This is an optimization exercise on Yosys and OpenROAD, whose aim is small area, a short achievable clock period and few clock cycles, not a production implementation.
RTL that was checked went through simulation tests only; none was proved equivalent to the original.
Power figures rest on the tool's default switching activity, not on a simulated workload.

## v31
// approx_mac_top
module approx_mac_top (
    input  wire                         clk,
    input  wire                         arst_n,
    input  wire [33:0]                  cmd,     
    input  wire                         cmd_valid,
    output logic                        cmd_ready,
    output logic [151:0]                result,  
    output logic                        result_valid,
    input  wire                         result_ready
);
For scale: ~2200 cells after synthesis, roughly 270 flip-flops, ~22000 um^2 of cells after synthesis.
make LEC_CHECK=0 CAP_MARGIN=20 CORE_MARGIN=2 CORE_UTILIZATION=40 SETUP_SLACK_MARGIN=5 SLEW_MARGIN=20 SYNTH_HIERARCHICAL=1 finish   # period 9.0 ns
run.sh (not shown) runs the stock make flow with config.mk's settings and CLKGATE_MAP_FILE= SYNTH_SCRIPT=/design/flow/synth_recipe.tcl, a recipe that flattens the netlist after the stock synthesis.
#### Input delta (v22 over v31)
--- a/flow/design.v
+++ b/flow/design.v
@@ -32,30 +32,22 @@
 endpackage
 `default_nettype wire
 `default_nettype none
 module mac_fa (input wire a, input wire b, input wire c, output logic s, output logic co);
     assign s  = a ^ b ^ c;
     assign co = (a & b) | (a & c) | (b & c);
 endmodule
 module mac_ha (input wire a, input wire b, output logic s, output logic co);
     assign s  = a ^ b;
     assign co = a & b;
 endmodule
-module mac_hold #(parameter int W = 1) (
-    input  wire          hold,
-    input  wire  [W-1:0] d,
-    input  wire  [W-1:0] q,
-    output logic [W-1:0] nxt
-);
-    assign nxt = hold ? q : d;
-endmodule
 `default_nettype wire
 `default_nettype none
 module approx_mac_top (
     input  wire                         clk,
     input  wire                         arst_n,
     input  wire [33:0]                  cmd,     
     input  wire                         cmd_valid,
     output logic                        cmd_ready,
     output logic [151:0]                result,  
     output logic                        result_valid,
     input  wire                         result_ready
@@ -87,31 +79,28 @@
             a_v          <= a_v_nxt;
             result_valid <= rv_nxt;
             cmd_ready    <= !(a_v_nxt && rv_nxt);
             b_clr        <= a_v && go && a_op == mac_op_pkg::OP_CLEAR;
             b_apx        <= a_v && go && a_op == mac_op_pkg::OP_MAC_APPROX;
             b_exa        <= a_v && go && a_op == mac_op_pkg::OP_MAC_EXACT;
         end
     end
     logic [16-1:0] x;   
     logic [16-1:0] y;   
     logic                   ex;  
-    logic [33:0] a_nxt;
-    mac_hold #(.W(34)) a_hold (
-        .hold (!cmd_ready),
-        .d    ({cmd_s.op, cmd_s.a, cmd_s.b}),
-        .q    ({a_op, x, y}),
-        .nxt  (a_nxt)
-    );
     always_ff @(posedge clk) begin
-        {a_op, x, y} <= a_nxt;
+        if (cmd_ready) begin
+            a_op <= cmd_s.op;
+            x    <= cmd_s.a;
+            y    <= cmd_s.b;
+        end
     end
     assign ex = (a_op == mac_op_pkg::OP_MAC_EXACT);
     logic signed [40-1:0] acc;
     logic [39:0]                  acc_s;    
     logic [39:0]                  acc_c;
     logic [20:0]                  d;        
     logic pt_w1;
     logic pt_w2;
     logic pt_w3;
     logic pt_w4;
     logic pt_w5;
Notes after the runs:
v22 ends up with a wire length per cell that is 4.6% higher than in v31. From v31 to v22 the numbers moved as follows: global-route usage went up 0.89 points, final cell count without fillers went down about 0.6%. Compared to v31, the routing of v22 uses more wire. v31 → v22: worst setup slack went up; total power went down. Compared with v31, in v22 met3 usage shows a reduction of 0.35 points; number of buffers created by CTS essentially unchanged; non-clock buffer count higher.
Testbench counts of v22, summed over its fixed seeds: cycles 8,399.
For v31, only the layout was checked, not whether the RTL still works.

Another version of the RTL of approx_mac_top (not shown whole).
Size in the first run: ~270 flip-flops, roughly 190 I/O pins.
## approx_mac_top
module approx_mac_top (
    input  wire                         clk,
    input  wire                         arst_n,
    input  wire [33:0]                  cmd,     
    input  wire                         cmd_valid,
    output logic                        cmd_ready,
    output logic [151:0]                result,  
    output logic                        result_valid,
    input  wire                         result_ready
);
    mac_op_pkg::mac_cmd_t         cmd_s;
    mac_data_pkg::mac_result_t    result_s;
    assign cmd_s  = cmd;
    assign result = result_s;
    logic       a_v;
    logic [1:0] a_op;
    logic       go;
    logic       a_v_nxt;
    logic       rv_nxt;
    logic       b_clr;
    logic       b_apx;
    logic       b_exa;
    assign go      = !result_valid || result_ready;
    assign a_v_nxt = (a_v && !go) || (cmd_valid && cmd_ready);
    assign rv_nxt  = (result_valid && !result_ready) || (a_v && go && a_op == mac_op_pkg::OP_READ);
    always_ff @(posedge clk or negedge arst_n) begin
        if (!arst_n) begin
            a_v          <= 1'b0;
            cmd_ready    <= 1'b1;
            result_valid <= 1'b0;
            b_clr        <= 1'b0;
            b_apx        <= 1'b0;
            b_exa        <= 1'b0;
        end else begin
            a_v          <= a_v_nxt;
            result_valid <= rv_nxt;
            cmd_ready    <= !(a_v_nxt && rv_nxt);
            b_clr        <= a_v && go && a_op == mac_op_pkg::OP_CLEAR;
            b_apx        <= a_v && go && a_op == mac_op_pkg::OP_MAC_APPROX;
            b_exa        <= a_v && go && a_op == mac_op_pkg::OP_MAC_EXACT;
        end
    end
    logic [16-1:0] x;   
    logic [16-1:0] y;   
    logic                   ex;  
    logic [33:0] a_nxt;
    mac_hold #(.W(34)) a_hold (
        .hold (!cmd_ready),
        .d    ({cmd_s.op, cmd_s.a, cmd_s.b}),
        .q    ({a_op, x, y}),
        .nxt  (a_nxt)
    );
    always_ff @(posedge clk) begin
        {a_op, x, y} <= a_nxt;
    end
    assign ex = (a_op == mac_op_pkg::OP_MAC_EXACT);
    logic signed [40-1:0] acc;
    logic [39:0]                  acc_s;    
    logic [39:0]                  acc_c;
    logic [20:0]                  d;        
    logic pt_w1;
    logic pt_w2;
    logic pt_w3;
    logic pt_w4;
  ...
make LEC_CHECK=0 CAP_MARGIN=20 CORE_MARGIN=2 CORE_UTILIZATION=40 SETUP_SLACK_MARGIN=5 SLEW_MARGIN=20 SYNTH_HIERARCHICAL=1 finish   # period 9.0 ns
Edit:
--- a/flow/design.v
+++ b/flow/design.v
@@ -35,24 +35,16 @@
 module mac_fa (input wire a, input wire b, input wire c, output logic s, output logic co);
     assign s  = a ^ b ^ c;
     assign co = (a & b) | (a & c) | (b & c);
 endmodule
 module mac_ha (input wire a, input wire b, output logic s, output logic co);
     assign s  = a ^ b;
     assign co = a & b;
 endmodule
-module mac_hold #(parameter int W = 1) (
-    input  wire          hold,
-    input  wire  [W-1:0] d,
-    input  wire  [W-1:0] q,
-    output logic [W-1:0] nxt
-);
-    assign nxt = hold ? q : d;
-endmodule
 `default_nettype wire
 `default_nettype none
 module approx_mac_top (
     input  wire                         clk,
     input  wire                         arst_n,
     input  wire [33:0]                  cmd,     
     input  wire                         cmd_valid,
     output logic                        cmd_ready,
@@ -90,25 +82,22 @@
             b_clr        <= a_v && go && a_op == mac_op_pkg::OP_CLEAR;
             b_apx        <= a_v && go && a_op == mac_op_pkg::OP_MAC_APPROX;
             b_exa        <= a_v && go && a_op == mac_op_pkg::OP_MAC_EXACT;
         end
     end
     logic [16-1:0] x;   
     logic [16-1:0] y;   
     logic                   ex;  
-    logic [33:0] a_nxt;
-    mac_hold #(.W(34)) a_hold (
-        .hold (!cmd_ready),
-        .d    ({cmd_s.op, cmd_s.a, cmd_s.b}),
-        .q    ({a_op, x, y}),
-        .nxt  (a_nxt)
-    );
     always_ff @(posedge clk) begin
-        {a_op, x, y} <= a_nxt;
+        if (cmd_ready) begin
+            a_op <= cmd_s.op;
+            x    <= cmd_s.a;
+            y    <= cmd_s.b;
+        end
     end
     assign ex = (a_op == mac_op_pkg::OP_MAC_EXACT);
     logic signed [40-1:0] acc;
     logic [39:0]                  acc_s;    
     logic [39:0]                  acc_c;
     logic [20:0]                  d;        
     logic pt_w1;
     logic pt_w2;
Result: Critical path depth increases by 6. Final area grows slightly. Fmax fell by roughly a tenth. Hold slack gains 0.014 ns. Setup slack gets worse by 0.44 ns. Combinational power rises by a few percent. Clock skew stays flat. Area after synthesis is lower slightly. Routed wire length is higher by a few percent. Count of clock-buffer cells in the layout is unchanged. Power rises by a few percent. Global-route usage came out higher by 1.8 points.
Function was not checked in any run of this note: the RTL went through the layout flow alone.

re-timing with driven ports:
The flow's constraints put no driver on any port. The routed layouts listed below were extracted and timed again, unchanged, in two steps. Step 1: set_driving_cell puts a clkbuf_16 on clk and a buf_2 on each other input, an assumption about the parent block. Step 2, shift: input delay + t, output delay - t, t = (earliest + latest rising clock arrival at the registers) / 2. This alone moves slack from input paths to output paths. a / b / c = ideal ports / drivers / drivers and shift; a / b = the first two.
run	t, ns	setup slack, ns	hold slack, ns	worst setup path after step 2	cell pins on the clock port's net
v31	0.600	4.998 / 4.998 / 4.998	0.494 / 0.494 / 0.494	register to register	1
v22	0.597	5.042 / 5.042 / 5.042	0.506 / 0.506 / 0.506	register to register	1
the first run of note 2	0.591	4.797 / 4.797 / 4.797	0.504 / 0.504 / 0.504	register to register	1
the second run of note 2	0.603	4.361 / 4.361 / 4.361	0.518 / 0.518 / 0.518	register to register	1
After both steps every run listed still meets setup and hold.
